What follows belongs to an exercise in optimizing a design on an open flow for small area, a short achievable clock period and few clock cycles per item; a production flow would make more cautious choices.
Where RTL was checked, it was by simulation tests only, not by an equivalence proof against the original.

==> trial 58: inputs <==
Design qkv_top, start of the top module:
module qkv_top #(
	parameter int num_proj = 3
) (
	input  logic        clk,
	input  logic        reset_n,
	input  logic        dut_valid,
	output logic        dut_ready,
	output logic [15:0] input_read_address,
	input  logic [31:0] input_read_data,
	output logic [15:0] weight_read_address,
	input  logic [31:0] weight_read_data,
	output logic        result_write_enable,
	output logic [15:0] result_write_address,
	output logic [31:0] result_write_data
);
==> module operand_fetch, before the edit <==
module operand_fetch #(
	parameter int num_proj = 3
) (
	input  logic        clk,
	input  logic [31:0] input_read_data,
	input  logic [31:0] weight_read_data,
	output logic [15:0] input_read_address,
	output logic [15:0] weight_read_address,
	input  logic        hdr2,
	input  logic        run,
	output logic        k_last,
	output logic        all_last
);
	logic [15:0] rows_i, cols_i, cols_w;
	logic [15:0] kc, jc, ic;
	logic [1:0]  p;
	logic [15:0] row_base;    
	logic [15:0] col_base;    
	logic [15:0] mat_base;    
	logic        k_end, j_end, i_end, p_end;
	logic [15:0] in_next, w_next;
	assign k_end = (kc == 16'd1);
	assign j_end = (jc == 16'd1);
	assign i_end = (ic == 16'd1);
	assign p_end = (p == 2'(num_proj - 1));
	assign k_last   = k_end;
	assign all_last = k_end & j_end & i_end & p_end;
	always_comb begin
		if (!k_end || (j_end && !i_end))
			in_next = input_read_address + 16'd1;    
		else if (!j_end)
			in_next = row_base;                       
		else
			in_next = 16'd1;                          
		if (!k_end)
			w_next = weight_read_address + cols_w;    
		else if (!j_end)
			w_next = col_base + 16'd1;                
		else if (!i_end)
			w_next = mat_base;                        
		else
			w_next = weight_read_address + 16'd1;     
	end
	always_ff @(posedge clk) begin
		if (hdr2) begin
			rows_i <= input_read_data[31:16];
			cols_i <= input_read_data[15:0];
			cols_w <= weight_read_data[15:0];
			kc <= input_read_data[15:0];
			jc <= weight_read_data[15:0];
			ic <= input_read_data[31:16];
			p  <= '0;
		end else if (run) begin
			kc <= k_end ? cols_i : kc - 16'd1;
			if (k_end) begin
				jc <= j_end ? cols_w : jc - 16'd1;
				if (j_end) begin
					ic <= i_end ? rows_i : ic - 16'd1;
					if (i_end)
						p <= p + 2'd1;
				end
			end
		end
	end
	always_ff @(posedge clk) begin
		if (hdr2) begin
			input_read_address  <= 16'd1;
			weight_read_address <= 16'd1;
			row_base <= 16'd1;
			col_base <= 16'd1;
			mat_base <= 16'd1;
		end else if (run) begin
			input_read_address  <= in_next;
			weight_read_address <= w_next;
			if (k_end) begin
				col_base <= w_next;
				if (j_end) begin
					row_base <= in_next;
					if (i_end)
						mat_base <= w_next;
				end
			end
		end else begin
			input_read_address  <= '0;
			weight_read_address <= '0;
		end
	end
endmodule
make LEC_CHECK=0 CAP_MARGIN=20 CORE_MARGIN=2 CORE_UTILIZATION=40 SLEW_MARGIN=20 finish   # period 9.0 ns
run.sh (not shown) runs the stock make flow with config.mk's settings and CLKGATE_MAP_FILE= SYNTH_SCRIPT=/design/flow/synth_recipe.tcl, a recipe that flattens the netlist after the stock synthesis.
==> inputs of trial 83, as changes to trial 58 <==
--- a/flow/design.v
+++ b/flow/design.v
@@ -63,7 +63,4 @@
 	logic        k_end, j_end, i_end, p_end;
 	logic [15:0] in_next, w_next;
-	assign k_end = (kc == 16'd1);
-	assign j_end = (jc == 16'd1);
-	assign i_end = (ic == 16'd1);
 	assign p_end = (p == 2'(num_proj - 1));
 	assign k_last   = k_end;
@@ -93,11 +90,17 @@
 			jc <= weight_read_data[15:0];
 			ic <= input_read_data[31:16];
+			k_end <= (input_read_data[15:0] == 16'd1);
+			j_end <= (weight_read_data[15:0] == 16'd1);
+			i_end <= (input_read_data[31:16] == 16'd1);
 			p  <= '0;
 		end else if (run) begin
-			kc <= k_end ? cols_i : kc - 16'd1;
+			kc    <= k_end ? cols_i : kc - 16'd1;
+			k_end <= k_end ? (cols_i == 16'd1) : (kc == 16'd2);
 			if (k_end) begin
-				jc <= j_end ? cols_w : jc - 16'd1;
+				jc    <= j_end ? cols_w : jc - 16'd1;
+				j_end <= j_end ? (cols_w == 16'd1) : (jc == 16'd2);
 				if (j_end) begin
-					ic <= i_end ? rows_i : ic - 16'd1;
+					ic    <= i_end ? rows_i : ic - 16'd1;
+					i_end <= i_end ? (rows_i == 16'd1) : (ic == 16'd2);
 					if (i_end)
 						p <= p + 2'd1;
==> flow/flow/run.sh (new file) <==
#!/bin/bash
set -e
MARGIN=6
echo "export SETUP_SLACK_MARGIN = $MARGIN" >> config.mk
bash standard.sh > standard.log 2>&1
==> flow/standard.sh (new file) <==
#!/bin/bash
# synth_recipe.tcl (not shown) runs the flow's synth.tcl, then flattens the netlist and writes it again
# the make line also repeats each setting of config.mk as NAME=value (left out here)
make -C /OpenROAD-flow-scripts/flow DESIGN_CONFIG=/design/flow/config.mk WORK_HOME=/design/flow/orfs CLKGATE_MAP_FILE= SYNTH_SCRIPT=/design/flow/synth_recipe.tcl "${@:-finish}"
SETUP_SLACK_MARGIN = 6   (was unset)
removed: flow/run.sh
==> qor.txt <==
========================================================
GRT Resource Usage Total                          20.95%
Critical Path Max Stage Delay                     560 ps
Wirelength, routed                              81.19 mm
Antenna violations before repair                       9
Layout clock buffers                                  77
Max layer used                                      met5
Vias in the first global route                     22684
Result of the run                           finished clean
Fraction of area in registers                     32.53%
Met3 capacity usage during global routing         3.719%
========================================================
[end of results for trial 83]
==> qor.txt <==
=================================================================
Result of the run                                    finished clean
Fraction of area in registers                              32.69%
Aggregate negative setup slack                               0 ps
Buffer share of cell area                                  5.071%
Wirelength, routed                                       76.40 mm
Number of signal-net inverters in the final layout            166
Worst setup path endpoint                            u_operand_fetch.input_read_address[0]
Max layer used                                               met4
Antenna violations before repair                                2
GRT Resource Usage Total                                   20.00%
Vias in the first global route                              21718
Met3 capacity usage during global routing                  2.890%
Critical Path Max Stage Delay                              740 ps
=================================================================
[end of results for trial 58]
Testbench counts of trial 58, summed over its fixed seeds: cycles 54,315, macs 53,547.
The RTL of trial 83 was laid out without a check of its function.

========
==> inputs of v10 <==
qkv_top, a different RTL version from the one above (not shown whole).
==> module operand_fetch, before the edit <==
module operand_fetch #(
	parameter int num_proj = 3
) (
	input  logic        clk,
	input  logic [31:0] input_read_data,
	input  logic [31:0] weight_read_data,
	output logic [15:0] input_read_address,
	output logic [15:0] weight_read_address,
	input  logic        hdr2,
	input  logic        run,
	output logic        k_last,
	output logic        all_last
);
	logic [15:0] rows_i, cols_i, cols_w;
	logic [15:0] kc, jc, ic;
	logic [1:0]  p;
	logic [15:0] row_base;    
	logic [15:0] col_base;    
	logic [15:0] mat_base;    
	logic        k_end, j_end, i_end, p_end;
	logic [15:0] in_next, w_next;
	logic [15:0] w_stride;
	add16 u_stride (.a(weight_read_address), .b(cols_w), .s(w_stride));
	assign p_end = (p == 2'(num_proj - 1));
	assign k_last   = k_end;
	assign all_last = k_end & j_end & i_end & p_end;
	always_comb begin
		if (!k_end || (j_end && !i_end))
			in_next = input_read_address + 16'd1;    
		else if (!j_end)
			in_next = row_base;                       
		else
			in_next = 16'd1;                          
		if (!k_end)
			w_next = w_stride;                        
		else if (!j_end)
			w_next = col_base + 16'd1;                
		else if (!i_end)
			w_next = mat_base;                        
		else
			w_next = weight_read_address + 16'd1;     
	end
	always_ff @(posedge clk) begin
		if (hdr2) begin
			rows_i <= input_read_data[31:16];
			cols_i <= input_read_data[15:0];
			cols_w <= weight_read_data[15:0];
			kc <= input_read_data[15:0];
			jc <= weight_read_data[15:0];
			ic <= input_read_data[31:16];
			k_end <= (input_read_data[15:0] == 16'd1);
			j_end <= (weight_read_data[15:0] == 16'd1);
			i_end <= (input_read_data[31:16] == 16'd1);
			p  <= '0;
		end else if (run) begin
			kc    <= k_end ? cols_i : kc - 16'd1;
			k_end <= k_end ? (cols_i == 16'd1) : (kc == 16'd2);
			if (k_end) begin
				jc    <= j_end ? cols_w : jc - 16'd1;
				j_end <= j_end ? (cols_w == 16'd1) : (jc == 16'd2);
				if (j_end) begin
					ic    <= i_end ? rows_i : ic - 16'd1;
					i_end <= i_end ? (rows_i == 16'd1) : (ic == 16'd2);
					if (i_end)
						p <= p + 2'd1;
				end
			end
		end
	end
	always_ff @(posedge clk) begin
		if (hdr2) begin
			input_read_address  <= 16'd1;
			weight_read_address <= 16'd1;
			row_base <= 16'd1;
			col_base <= 16'd1;
			mat_base <= 16'd1;
		end else if (run) begin
			input_read_address  <= in_next;
			weight_read_address <= w_next;
			if (k_end) begin
				col_base <= w_next;
				if (j_end) begin
					row_base <= in_next;
					if (i_end)
						mat_base <= w_next;
				end
			end
		end else begin
			input_read_address  <= '0;
			weight_read_address <= '0;
		end
	end
endmodule
==> flow/config.mk <==
export PLATFORM = sky130hd
export DESIGN_NAME = qkv_top
export DESIGN_NICKNAME = qkv_top
export VERILOG_FILES = /design/flow/design.v
export SDC_FILE = /design/flow/constraint.sdc
export NUM_CORES = 4
export LEC_CHECK = 0
export CAP_MARGIN = 20
export CORE_MARGIN = 2
export CORE_UTILIZATION = 40
export SLEW_MARGIN = 20
export SYNTH_HIERARCHICAL = 1
export SYNTH_MINIMUM_KEEP_SIZE = 0
export SETUP_SLACK_MARGIN = 6
export BUFFER_PORTS_ARGS = -buffer_cell sky130_fd_sc_hd__buf_2
export CTS_ARGS = -sink_clustering_enable -repair_clock_nets -dont_use_dummy_load -sink_clustering_size 30 -sink_clustering_max_diameter 60
==> flow/constraint.sdc <==
create_clock -name core_clock -period 9.0 [get_ports {clk}]
set_input_delay 1.8000 -clock core_clock [delete_from_list [all_inputs] [get_ports {clk}]]
set_output_delay 1.8000 -clock core_clock [all_outputs]
set_load 0.01 [all_outputs]
standard.sh (not shown) runs the stock make flow with config.mk's settings and CLKGATE_MAP_FILE= SYNTH_SCRIPT=/design/flow/synth_recipe.tcl, a recipe that flattens the netlist after the stock synthesis.
==> flow/flow/run.sh <==
#!/bin/bash
set -e
MARGIN=6
cat >> config.mk <<EOS
export SETUP_SLACK_MARGIN = $MARGIN
export BUFFER_PORTS_ARGS = -buffer_cell sky130_fd_sc_hd__buf_2
export CTS_ARGS = -sink_clustering_enable -repair_clock_nets -dont_use_dummy_load -sink_clustering_size 30 -sink_clustering_max_diameter 60
EOS
bash standard.sh > standard.log 2>&1
==> v11 (differences from v10) <==
--- a/flow/design.v
+++ b/flow/design.v
@@ -54,8 +54,8 @@
 	output logic        k_last,
 	output logic        all_last
 );
-	logic [15:0] rows_i, cols_i, cols_w;
-	logic [15:0] kc, jc, ic;
+	logic [14:0] rows_i, cols_i, cols_w;
+	logic [14:0] kc, jc, ic;
 	logic [1:0]  p;
 	logic [15:0] row_base;    
 	logic [15:0] col_base;    
@@ -63,7 +63,7 @@
 	logic        k_end, j_end, i_end, p_end;
 	logic [15:0] in_next, w_next;
 	logic [15:0] w_stride;
-	add16 u_stride (.a(weight_read_address), .b(cols_w), .s(w_stride));
+	add16 u_stride (.a(weight_read_address), .b({1'b0, cols_w}), .s(w_stride));
 	assign p_end = (p == 2'(num_proj - 1));
 	assign k_last   = k_end;
 	assign all_last = k_end & j_end & i_end & p_end;
@@ -85,25 +85,25 @@
 	end
 	always_ff @(posedge clk) begin
 		if (hdr2) begin
-			rows_i <= input_read_data[31:16];
-			cols_i <= input_read_data[15:0];
-			cols_w <= weight_read_data[15:0];
-			kc <= input_read_data[15:0];
-			jc <= weight_read_data[15:0];
-			ic <= input_read_data[31:16];
-			k_end <= (input_read_data[15:0] == 16'd1);
-			j_end <= (weight_read_data[15:0] == 16'd1);
-			i_end <= (input_read_data[31:16] == 16'd1);
+			rows_i <= input_read_data[30:16];
+			cols_i <= input_read_data[14:0];
+			cols_w <= weight_read_data[14:0];
+			kc <= input_read_data[14:0];
+			jc <= weight_read_data[14:0];
+			ic <= input_read_data[30:16];
+			k_end <= (input_read_data[14:0] == 15'd1);
+			j_end <= (weight_read_data[14:0] == 15'd1);
+			i_end <= (input_read_data[30:16] == 15'd1);
 			p  <= '0;
 		end else if (run) begin
-			kc    <= k_end ? cols_i : kc - 16'd1;
-			k_end <= k_end ? (cols_i == 16'd1) : (kc == 16'd2);
+			kc    <= k_end ? cols_i : kc - 15'd1;
+			k_end <= k_end ? (cols_i == 15'd1) : (kc == 15'd2);
 			if (k_end) begin
-				jc    <= j_end ? cols_w : jc - 16'd1;
-				j_end <= j_end ? (cols_w == 16'd1) : (jc == 16'd2);
+				jc    <= j_end ? cols_w : jc - 15'd1;
+				j_end <= j_end ? (cols_w == 15'd1) : (jc == 15'd2);
 				if (j_end) begin
-					ic    <= i_end ? rows_i : ic - 16'd1;
-					i_end <= i_end ? (rows_i == 16'd1) : (ic == 16'd2);
+					ic    <= i_end ? rows_i : ic - 15'd1;
+					i_end <= i_end ? (rows_i == 15'd1) : (ic == 15'd2);
 					if (i_end)
 						p <= p + 2'd1;
 				end
==> flow/flow/run.sh (replaced) <==
#!/bin/bash
set -e
MARGIN=6
cat >> config.mk <<EOS
export SETUP_SLACK_MARGIN = $MARGIN
export BUFFER_PORTS_ARGS = -buffer_cell sky130_fd_sc_hd__buf_2
export CTS_ARGS = -sink_clustering_enable -repair_clock_nets -dont_use_dummy_load -sink_clustering_size 32 -sink_clustering_max_diameter 64
EOS
bash standard.sh > standard.log 2>&1
Settings changed: CTS_ARGS -sink_clustering_enable -repair_clock_nets -dont_use_dummy_load -sink_clustering_size 30 -sink_clustering_max_diameter 60 to -sink_clustering_enable -repair_clock_nets -dont_use_dummy_load -sink_clustering_size 32 -sink_clustering_max_diameter 64.
==> flow_metrics.tcl <==
set metrics [dict create \
    multi_input_area_mm2 0.01786 \
    vias 20820 \
    wl_per_cell_um 21.42 \
    ys_types 96 \
    die_w_um 281.2 \
    grt_max_degree 80 \
    synth_area_mm2 0.03073 \
    vdd_ir_drop_max_v 0.0001842 \
    status "finished clean" \
    clockBufferCount 41 \
]
# the run above: v11

==> flow_metrics.tcl <==
set metrics [dict create \
    vdd_ir_drop_max_v 0.0001585 \
    multi_input_area_mm2 0.01790 \
    ys_types 87 \
    wl_per_cell_um 21.44 \
    grt_max_degree 69 \
    status "finished clean" \
]
# the run above: v10

Testbench counts of v10, summed over its fixed seeds: cycles 54,315, macs 53,547.
Only the layout flow was run in v11; the RTL was not checked for function there.

========
==> violet <==
Another version of the RTL of qkv_top (not shown whole).
clock: 9.0 ns
lec_check: 0
cap_margin: 20
core_margin: 2
core_utilization: 40
cts_buf_list: sky130_fd_sc_hd__clkbuf_8
slew_margin: 20
synth_hierarchical: 1
synth_minimum_keep_size: 0
setup_slack_margin: 6
==> flow/flow/run.sh <==
#!/bin/bash
set -e
MARGIN=6
echo "export SETUP_SLACK_MARGIN = $MARGIN" >> config.mk
bash standard.sh > standard.log 2>&1
==> onyx (differences from violet) <==
- CORE_UTILIZATION: 40 -> 60
- CTS_BUF_LIST: sky130_fd_sc_hd__clkbuf_8 -> unset
- PLACE_DENSITY: unset -> 0.72
==> results.ini <==
[power]
p_comb_uw = 4620
p_sw_uw = 3850
seq_power_share_pct = 33.3
vdd_ir_drop_max_v = 0.000124
power.clock.fraction_pct = 22.0

[final_layout]
buffers = 238
n_antenna_cell = 3
postLayoutCellArea_mm2 = 0.0349
most-common-layout-cells = xnor2_1 (366), dfxtp_1 (361), a22oi_1 (265)
clkCellAreaFrac_pct = 5.49

[die]
dieArea_mm2 = 0.0778

[route]
viasPerCell = 5.55
wl_met3_mm = 6.33
dr.pass1.iters = 6
wl_mm = 85.7

[global_route]
grt_pass1_vias = 22700

[run_status]
status = complete, no violations

[clock_tree]
cts.htree.levels = 3
cts_resized = 489

the above is filed under violet

==> results.ini <==
[final_layout]
most-common-layout-cells = xnor2_1 (366), dfxtp_1 (351), a22oi_1 (265)
n_antenna_cell = 1
buffers = 216
postLayoutCellArea_mm2 = 0.0344

[power]
power.clock.fraction_pct = 23.0
seq_power_share_pct = 33.1
p_comb_uw = 4600
p_sw_uw = 3820

[run_status]
status = complete, no violations

[clock_tree]
cts.htree.levels = 2

[die]
dieArea_mm2 = 0.0522

[route]
wl_mm = 80.4

the above is filed under onyx

Testbench counts of violet, summed over its fixed seeds: cycles 54,315, macs 53,547.
Testbench counts of onyx, summed over its fixed seeds: cycles 54,315, macs 53,547.

==> what the ideal ports hide <==
In the flow no input, the clock included, has a driving cell. The finished layouts below were timed again as built, in two steps. Step 1: set_driving_cell puts a clkbuf_16 on clk and a buf_2 on each other input, an assumption about the parent block. Step 2 also shifts input and output timing later by t, the mid clock arrival at the registers, as if the neighbouring blocks saw the same clock. Three values: ideal, step 1, step 2; two values: the first two.
run | t, ns | setup WS [ns] | worst hold slack (ns) | latest minus earliest clock arrival (ns) | worst register clock-pin slew, ns
trial 58 | 0.702 | 5.158 / 5.158 / 5.158 | 0.292 / 0.292 / 0.292 | 0.052 / 0.052 | 0.07 / 0.07
trial 83 | 0.700 | 5.906 / 5.906 / 5.629 | 0.331 / 0.331 / 0.331 | 0.048 / 0.048 | 0.07 / 0.07
v10 | 0.640 | 6.041 / 5.978 / 5.747 | 0.334 / 0.334 / 0.334 | 0.097 / 0.096 | 0.10 / 0.10
v11 | 0.643 | 6.029 / 5.965 / 6.109 | 0.329 / 0.329 / 0.329 | 0.103 / 0.103 | 0.12 / 0.12
violet | 0.753 | 5.951 / 5.921 / 5.468 | 0.331 / 0.331 / 0.331 | 0.046 / 0.046 | 0.07 / 0.07
onyx | 0.674 | 5.909 / 5.909 / 5.518 | 0.333 / 0.333 / 0.333 | 0.024 / 0.024 | 0.06 / 0.06
After both steps setup and hold are still met in every run listed. The setup slack of violet, which loses most, moves by -0.030 ns with the drivers and by -0.483 ns with both steps.
